Background: an optimization exercise with open tools, aiming at small area, a short achievable clock period and few clock cycles. Do not read the settings as production practice.
No run shown here included a check of the RTL's function; only the layout flow was run.
Power and IR drop assume default switching activity.

`flow/run.sh`:
```
#!/bin/bash
# synth_recipe.tcl (not shown) runs the flow's synth.tcl, then flattens the netlist and writes it again
# the make line also repeats each setting of config.mk as NAME=value (left out here)
make -C /OpenROAD-flow-scripts/flow DESIGN_CONFIG=/design/flow/config.mk WORK_HOME=/design/flow/orfs CLKGATE_MAP_FILE= SYNTH_SCRIPT=/design/flow/synth_recipe.tcl finish
```
`flow/config.mk`:
```
export PLATFORM = sky130hd
export DESIGN_NAME = sched_top
export DESIGN_NICKNAME = sched_top
export VERILOG_FILES = /design/flow/design.v
export SDC_FILE = /design/flow/constraint.sdc
export NUM_CORES = 4
export LEC_CHECK = 0
export ABC_CLOCK_PERIOD_IN_PS = 2400
export CAP_MARGIN = 20
export CORE_MARGIN = 2
export CORE_UTILIZATION = 40
export SETUP_SLACK_MARGIN = 4.6
export SLEW_MARGIN = 20
```
`flow/constraint.sdc`:
```
create_clock -name core_clock -period 7.0 [get_ports {clk}]
set_input_delay 1.4000 -clock core_clock [delete_from_list [all_inputs] [get_ports {clk}]]
set_output_delay 1.4000 -clock core_clock [all_outputs]
set_load 0.01 [all_outputs]
```
`flow/design.v`:
```
package sched_pkg;
    typedef enum logic [3:0] {
        OP_ADD  = 4'h0,
        OP_SUB  = 4'h1,
        OP_AND  = 4'h2,
        OP_XOR  = 4'h3,
        OP_ADDI = 4'h8,
        OP_LUI  = 4'h9                               
    } opcode_e;
    typedef struct packed {
        opcode_e                           opcode;
        logic [$clog2(8)-1:0]    rd;
        logic [$clog2(8)-1:0]    rs1;
        logic [$clog2(8)-1:0]    rs2;
        logic [2:0]                        spare;   
    } insn_reg_t;
    typedef struct packed {
        opcode_e                           opcode;
        logic [$clog2(8)-1:0]    rd;
        logic [$clog2(8)-1:0]    rs1;
        logic [5:0]                        imm;
    } insn_imm_t;
    typedef union packed {
        insn_reg_t r;
        insn_imm_t i;
    } insn_u;
    typedef struct packed {
        opcode_e                           opcode;
        logic [$clog2(8)-1:0]    rd;
        logic [$clog2(8)-1:0]    rs1;
        logic [$clog2(8)-1:0]    rs2;     
        logic [16-1:0]          imm;     
        logic                              is_imm;
        logic [8-1:0]           seq;
    } entry_t;
    typedef struct packed {
        logic [8-1:0]           seq;
        logic [$clog2(8)-1:0]    rd;
        logic [16-1:0]          value;
    } result_t;
endpackage
`timescale 1ns/1ps
module sched_top (
    input  logic               clk,
    input  logic               rst,
    input  logic               in_req,
    input  logic [15:0]        in_insn,
    input  logic               out_ack,
    output logic               in_ack,
    output logic               out_req,
    output logic [26:0]        out_result
);
    logic [15:0] rf [8];
    logic [7:0]  rs1_q, rs2_q;      
    logic [5:0]  imm_q;             
    logic        lui_q;             
    logic        sub_q, and_q, xor_q;
    logic [2:0]  rd_q;
    logic        s1_v;              
    logic        rst_q;             
    logic        full;              
    logic        acc;               
    logic        fire;              
    logic [3:0]  op;
    logic        d_def, d_reg, d_lui;
    logic [7:0]  d_rs1, d_rs2;
    logic [15:0] a, b, p, g;
    logic [16:0] c;
    logic [15:0] pg_g [5];
    logic [15:0] pg_p [5];
    logic [15:0] sum;
    assign acc  = in_req && !in_ack && !s1_v;
    assign fire = s1_v && (!full || (out_req && out_ack));
    always_comb begin
        op    = in_insn[15:12];
        d_def = op == 4'h0 || op == 4'h1 || op == 4'h2 || op == 4'h3 || op == 4'h8 || op == 4'h9;
        d_reg = !op[3] && d_def;
        d_lui = op == 4'h9;
        d_rs1 = (d_def && !d_lui) ? (8'd1 << in_insn[8:6]) : 8'd0;
        d_rs2 = d_reg ? (8'd1 << in_insn[5:3]) : 8'd0;
    end
    always_ff @(posedge clk) begin
        if (rst) begin
            rs1_q <= '0;
            rs2_q <= '0;
            imm_q <= '0;
            lui_q <= 1'b0;
            sub_q <= 1'b0;
            and_q <= 1'b0;
            xor_q <= 1'b0;
        end else if (!s1_v) begin
            rs1_q <= d_rs1;
            rs2_q <= d_rs2;
            imm_q <= (op == 4'h8 || d_lui) ? in_insn[5:0] : 6'd0;
            lui_q <= d_lui;
            sub_q <= op == 4'h1;
            and_q <= op == 4'h2;
            xor_q <= op == 4'h3;
        end
    end
    always_ff @(posedge clk) begin
        if (!s1_v) rd_q <= in_insn[11:9];
    end
    always_comb begin
        a = '0;
        b = '0;
        for (int r = 0; r < 8; r++) begin
            a = a | (rf[r] & {16{rs1_q[r]}});
            b = b | (rf[r] & {16{rs2_q[r]}});
        end
        b = b | {imm_q & {6{lui_q}}, 4'd0, imm_q & {6{!lui_q}}};
        if (sub_q) b = ~b;
        p = and_q ? (a & b) : (a ^ b);
        g = (and_q || xor_q) ? 16'd0 : (a & b);
        g[0] = g[0] | (p[0] & sub_q);       
        pg_g[0] = g;
        pg_p[0] = p;
        for (int l = 1; l <= 4; l++) begin
            pg_g[l] = pg_g[l-1];
            pg_p[l] = pg_p[l-1];
            for (int i = 0; i < 16; i++) begin
                if (((i >> (l - 1)) & 1) == 1) begin
                    pg_g[l][i] = pg_g[l-1][i] | (pg_p[l-1][i] & pg_g[l-1][((i >> (l - 1)) << (l - 1)) - 1]);
                    pg_p[l][i] = pg_p[l-1][i] & pg_p[l-1][((i >> (l - 1)) << (l - 1)) - 1];
                end
            end
        end
        c   = {pg_g[4], sub_q};
        sum = p ^ c[15:0];
    end
    always_ff @(posedge clk) begin
        rst_q <= rst;
        for (int r = 0; r < 8; r++) begin
            if (rst_q || (fire && rd_q == 3'(r))) rf[r] <= sum;
        end
    end
    always_ff @(posedge clk) begin
        if (rst) begin
            in_ack  <= 1'b0;
            s1_v    <= 1'b0;
            full    <= 1'b0;
            out_req <= 1'b0;
        end else begin
            if (acc)                    in_ack <= 1'b1;
            else if (in_ack && !in_req) in_ack <= 1'b0;
            if (acc)       s1_v <= 1'b1;
            else if (fire) s1_v <= 1'b0;
            if (fire) begin
                full    <= 1'b1;
                out_req <= !out_ack;
            end else if (out_req && out_ack) begin
                full    <= 1'b0;
                out_req <= 1'b0;
            end else if (full && !out_req && !out_ack) begin
                out_req <= 1'b1;
            end
        end
    end
    always_ff @(posedge clk) begin
        if (rst)       out_result[26:19] <= 8'hff;  
        else if (fire) out_result[26:19] <= out_result[26:19] + 8'd1;
        if (fire)      out_result[18:0]  <= {rd_q, sum};
    end
endmodule
```
==> results of run 1 <==
[registers in the layout, summed over array words and instances (netlist names)]
name and cells:
xor_q 1, rf 128, rd_q 3, rst_q 1
lui_q 1, out_req 1, out_result 27, sub_q 1
full 1, rs1_q 8, rs2_q 8, and_q 1
in_ack 1, imm_q 6, s1_v 1
[layer usage]
metal  wire [um]  global-route usage (%)  up-vias
met5           0                       0        -
met4         690                    8.35        0
met3        2430                    4.91       73
met2       12300                    37.5      396
met1       10800                    31.7     3283
li1            -                       -     2876
[cell type report]
cell class	instances	share of cell area [%]
Inverter	14	0.493
Sequential cell	189	50.0
Multi-Input combinational cell	426	32.5
Clock buffer	19	4.35
Clock inverter	13	1.49
Tap cell	275	3.23
Timing Repair Buffer	100	7.96
[Yosys cell counts (14+ instances only)]
master	number	area share, %
nand2_1	27	1.2
nor2_1	30	1.3
a22oi_1	111	9.7
nand3_1	14	0.82
clkbuf_1	42	1.8
xor2_1	15	1.5
nand4_1	27	2.0
dfxtp_1	39	9.1
edfxtp_1	150	53
a21oi_1	18	1.1
inv_1	14	0.61
ha_1	22	3.2
xnor2_1	17	1.7
[what timing repair did]
item / 4_1_cts / 5_1_grt
pin swaps: 14 / 18
endpoints found under the hold margin: 0 / 0
endpoints found under the setup margin: 328 / 183
setup buffers: 32 / 10
gates cloned: 2 / 3
resized for setup: 172 / 16
[stage by stage]
| step | cell area, um2 | power, mW | utilization, % | std cells | hold WS (ns) |
|---|---|---|---|---|---|
| after floorplan | 8810 | 1.57 | - | 675 | 0.491 |
| after global routing | 10700 | 2.80 | 50.7 | 1036 | 0.518 |
| after global placement | 9460 | 1.69 | 45.0 | 956 | 0.465 |
| final | 10700 | 2.72 | 50.7 | 1036 | 0.480 |
| after detailed placement | 9480 | 1.70 | 45.1 | 957 | 0.472 |
| after CTS | 10500 | 2.70 | 49.9 | 1023 | 0.482 |
[kinds of logic after synthesis]
kind of cell,after synthesis,share of synthesized area (%)
AOI/OAI and AO/OA,216,19.1
xor gates and xnor gates,32,3.27
buffers and inverters,64,2.84
DFF,189,61.6
adders and majority gates,22,3.21
and+or+nand+nor,142,8.69
muxes,10,1.25
[worst max-delay path, stage by stage, from the launching register on]
cell and delay [ns]:
edfxtp_1 0.39, a222oi_1 0.35, o2111ai_1 0.17, a221oi_2 0.23, xnor2_1 0.16, ha_1 0.25
mux2_4 0.28, ha_4 0.15, a21o_1 0.15, ha_2 0.17, inv_2 0.06, a222oi_1 0.08
buf_4 0.15, o21a_1 0.19, or2_4 0.25, ha_4 0.17, a21oi_4 0.12, xor2_2 0.23
o21ai_2 0.13
[report_power, final]
part,switching (mW),internal (mW),total (mW)
clock,0.474,0.515,0.988
combinational,0.175,0.132,0.306
sequential,0.0708,1.35,1.42
total,0.719,2.00,2.72
[worst paths after layout]
| check | from | end | slack (ns) | cells past startpoint |
|---|---|---|---|---|
| worst max-delay path | rf[0][0]$_DFFE_PP_ | rf[5][9]$_DFFE_PP_ | 3.02 | 18 |
| worst min-delay path | in_ack$_SDFFE_PP0P_ | in_ack$_SDFFE_PP0P_ | 0.48 | 2 |
| worst max register to register | rf[0][0]$_DFFE_PP_ | rf[5][9]$_DFFE_PP_ | 3.02 | 18 |
| worst min register to register | in_ack$_SDFFE_PP0P_ | in_ack$_SDFFE_PP0P_ | 0.48 | 2 |
==> impl_metrics.toml, run 1 <==
[outcome]
status = "timing/DRC/antenna clean"

[setup_path]
crit_path_end_kind = "register"
crit_fanout = 5
arrival_ns = 4.14
start_kind = "register"
worstPathRequired_ns = 7.16
crit_type = "register to register"

[clocking]
clockBufferDepth = 2
clock_sinks = 189
clk_latency_ns = 0.45
cts_hold_buf = 0
cts.clk_slew.worst_paths_ns = 0.08
clock-root-buffer = "clkbuf_16"
cts_tree = "yes"
numCtsBuffers = 17
htree_levels = 4

[yosys]
synth-main-ff-cell = "edfxtp_1"
yosysUniqueCellTypes = 58
synth_fp_nets = 717
yosysWarningCount = 4
syn_inst = 675
synth-seq-cells = 189
syn-cell-area_mm2 = 0.00858
synth-edff-count = 150
synth_area_per_cell_um2 = 12.7
async_flop_share_pct = 0
yosysSeqAreaShare_pct = 61.6

[global_routing]
grt_max_degree = 43
grt.overflow.total = 0
grt_first_pass_wirelength_mm = 38.8
grt_pass1_vias = 6522
grt_use_total_pct = 23.5
antenna_found_initial = 0

[place]
dpl.hpwl_mm = 14.8
io_buffers = 48
globalplace.congestion = 0.865
dp_slack_ns = 2.72

[timing]
finalCritPeriodShare_pct = 56.8
post-route-min-period_ns = 3.98
skew_ns = 0.0160
rsz0062_at_grt = "yes"
setup_slack_ns = 3.02
max_freq_mhz = 252
worst_pin_slew_ns = 0.861
finalMaxSlewViolations = 0
hold_viol = 0
setup_viol = 0
fin_tns_setup_ns = 0
relSlewSlack_pct = 41.0

[floorplan]
die_h_um = 150
dieArea_mm2 = 0.0226
ioPinCount = 49
die_w_um = 150
core_area_mm2 = 0.0210
num_rows = 53
start_util_pct = 40.8

[job]
timing.max_cap.violations = 0

[final_layout]
num-nets-final = 790
fill_cells = 1747
area_growth_pct = 24.4
register_area_mm2 = 0.00533
final_common_cell = "edfxtp_1"
multi_input_area_mm2 = 0.00347
drive_gt1_share_pct = 26.1
diodes = 0
final_cell_mix = "edfxtp_1, a22oi_1, buf_4"

[route]
dr.pass1.iters = 6
drc = 0
vias_per_cell = 6.40
drtAntennaViolNets = 0
postRouteWirelength_mm = 26.2
wire_per_inst_um = 25.3
vias = 6628
drt_iter0_markers = 1071

[min_path]
hold_path_class = "register to register"

[power_and_ir_drop]
power_density_mw_per_mm2 = 255
power.leakage_nw = 3.79
vdd_drop_max_uv = 137
==> run 2, diff against run 1 <==
==> flow/config.mk (replaced) <==
export PLATFORM = sky130hd
export DESIGN_NAME = sched_top
export DESIGN_NICKNAME = sched_top
export VERILOG_FILES = /design/flow/design.v
export SDC_FILE = /design/flow/constraint.sdc
export NUM_CORES = 4
export LEC_CHECK = 0
export ABC_CLOCK_PERIOD_IN_PS = 2200
export CAP_MARGIN = 20
export CORE_MARGIN = 2
export CORE_UTILIZATION = 40
export SETUP_SLACK_MARGIN = 4.8
export SLEW_MARGIN = 20
==> impl_metrics.toml, run 2 <==
[outcome]
status = "timing/DRC/antenna clean"

[timing]
post-route-min-period_ns = 4.02
rsz0062_at_grt = "yes"
fin_tns_setup_ns = 0
relSlewSlack_pct = 23.1
hold_viol = 0
finalMaxSlewViolations = 0
finalCritPeriodShare_pct = 57.5
worst_pin_slew_ns = 1.12
max_freq_mhz = 249
skew_ns = 0.0115
setup_viol = 0

[global_routing]
use_met3_pct = 5.24
grt_pass1_vias = 6639
grt_max_degree = 42
use_met2_pct = 39.4
antenna_found_initial = 0
grt.overflow.total = 0
grt_first_pass_wirelength_mm = 40.4
grt_use_total_pct = 24.5
gr-max-usage-layer = "met2"
gr-usage-met1_pct = 32.1

[floorplan]
dieArea_mm2 = 0.0226
num_rows = 53
die_h_um = 150
die_w_um = 150
ioPinCount = 49
core_area_mm2 = 0.0210
start_util_pct = 40.8

[power_and_ir_drop]
power.leakage_nw = 3.96
p_clk_share_pct = 35.7
combPwrFrac_pct = 12.8
vdd_drop_max_uv = 149
power_frac_seq_pct = 51.5
power_density_mw_per_mm2 = 249
switching_share_pct = 25.8
power_switching_mw = 0.716
p_int_mw = 2.05

[yosys]
ys_top_cells_by_count = "edfxtp_1, a22oi_1, clkbuf_1, dfxtp_1, nor2_1"
async_flop_share_pct = 0
yosys.area.top_type = "edfxtp_1"
synth_fp_nets = 717
synth-edff-count = 150
synth-seq-cells = 189
synth_area_per_cell_um2 = 12.7
syn-cell-area_mm2 = 0.00858
synth_most_common_cell = "edfxtp_1"
yosysWarningCount = 4
yosysUniqueCellTypes = 58
synthTopCellsByArea = "edfxtp_1, a22oi_1, dfxtp_1"
synth-main-ff-cell = "edfxtp_1"
synth_top_area_share_pct = 52.5
yosysSeqAreaShare_pct = 61.6
syn_inst = 675

[setup_path]
arrival_ns = 4.18
critical_path.top_delay_family = "flip-flops"
crit_chain = "a22oi_1 -> nand4_1 -> ha_1 -> mux2_4 -> ha_4 -> a21o_1 -> ha_2 -> inv_2 -> a222oi_1 -> buf_4 -> o21a_1 -> or2_4 -> ha_4 -> a21oi_4 -> xor2_2 -> o21ai_2"
crit_fanout = 17
crit_type = "register to register"
worstPathRequired_ns = 7.16
start_kind = "register"
crit_path_end_kind = "register"
slowest_delay_ns = 1.02
critPathBufInv = 2
crit_top_cell = "ha_4"
slowest_stage = "dfxtp_1"

[final_layout]
post-route-util_pct = 52.9
drive_gt1_share_pct = 28.0
final_common_cell = "edfxtp_1"
final_cell_mix = "edfxtp_1, a22oi_1, buf_4"
area_growth_pct = 29.6
num-nets-final = 805
diodes = 0
regMostFlops = "rf"
fill_cells = 1686
largest_reg_flops = 128
reg_top3 = "rf: 128 flops, out_result: 27 flops"

[clocking]
cts.clk_slew.worst_paths_ns = 0.07
clk_latency_ns = 0.44
htree_levels = 4
clockBufferDepth = 2
cts_hold_buf = 0
clock-root-buffer = "clkbuf_16"
cts_tree = "yes"
clock_sinks = 189
numCtsBuffers = 17

[place]
globalplace.congestion = 0.909
io_buffers = 48
dpl.hpwl_mm = 15.1

[route]
vias = 6783
drc = 0
postRouteWirelength_mm = 27.2
wire_per_inst_um = 25.9
drtAntennaViolNets = 0
dr.pass1.iters = 7
vias_per_cell = 6.45
drt_iter0_markers = 1179

[min_path]
hold_path_class = "register to register"

[job]
timing.max_cap.violations = 0
[run 2: area by class of cell]
| cell class | instances | area [um2] | share of cell area [%] |
|---|---|---|---|
| flip-flops and latches | 189 | 5330 | 48.0 |
| multi-input cells | 426 | 3560 | 32.1 |
| clock inverters | 15 | 176 | 1.59 |
| repair buffers | 115 | 1220 | 11.0 |
| well taps | 275 | 344 | 3.10 |
| inverters | 14 | 52.6 | 0.473 |
| clock buffers | 17 | 425 | 3.83 |
[run 2: kinds of logic after synthesis]
logic type      count (synthesis)  synth area share (%)
mux                            10                  1.25
buf+inv                        64                  2.84
compound gates                216                  19.1
fa+ha+maj                      22                  3.21
flops                         189                  61.6
simple gates                  142                  8.69
xor+xnor                       32                  3.27
[run 2: worst paths after layout]
path,start,end,slack (ns),depth (start not counted)
max,rs1_q[7]$_SDFFE_PP0N_,rf[0][9]$_DFFE_PP_,2.98,16
min,out_result[23]$_SDFFE_PP1P_,out_result[23]$_SDFFE_PP1P_,0.51,2
max reg2reg,rs1_q[7]$_SDFFE_PP0N_,rf[0][9]$_DFFE_PP_,2.98,16
min reg2reg,out_result[23]$_SDFFE_PP1P_,out_result[23]$_SDFFE_PP1P_,0.51,2
[run 2: worst min-delay path, cell delays in order (launching register included)]
cell	delay [ns]
dfxtp_2	0.35
xor2_1	0.07
nand2b_1	0.06
[run 2: layer usage]
metal / share of wire, % / wire length (um)
met5: 0 / 0
met4: 4.3 / 1180
met3: 10 / 2740
met2: 47 / 12900
met1: 38 / 10400
[run 2: power groups by stage]
stage	logic (mW)	registers (mW)	clock network, mW
CTS	0.341	1.42	1.00
floorplan	0.155	1.42	0
global placement	0.247	1.45	0
global route	0.378	1.43	1.05
finish	0.355	1.43	0.990
detailed placement	0.254	1.45	0
[run 2: per-stage QoR]
stage          hold slack, ns  total power, mW  std cells  setup WS [ns]  area, um2
2_1_floorplan           0.491             1.58        675           3.30       8850
4_1_cts                 0.493             2.76       1045           3.12      11000
5_1_grt                 0.520             2.86       1051           2.85      11100
6_report                0.508             2.77       1051           2.98      11100
3_5_place_dp            0.475             1.70        954           2.65       9490
3_3_place_gp            0.465             1.69        954           2.79       9490
[run 2: timing repair]
action	4_1_cts	5_1_grt
buffers inserted	52	4
pin swaps	18	10
gates cloned	7	2
endpoints found under the setup margin	353	204
resized for setup	223	9

static timing again, ports no longer ideal:
How much do the figures lean on ideal ports? The routed layouts below were timed once more, with nothing changed but the port constraints.
Step 1, drivers: a clkbuf_16 drives clk and a buf_2 each remaining input, both assumed.
Step 2, shift: input delay + t, output delay - t, t = (earliest + latest rising clock arrival at the registers) / 2. This alone moves slack from input paths to output paths.
Slacks: ideal / step 1 / step 2; pairs: ideal / step 1.
| run | t (ns) | setup slack, ns | worst setup path at the end | worst slew at a driven data input, ns |
|---|---|---|---|---|
| run 1 | 0.486 | 3.025 / 3.025 / 3.025 | register to register | 0.04 |
| run 2 | 0.481 | 2.978 / 2.978 / 2.978 | register to register | 0.07 |
After both steps setup and hold are still met in every run listed.
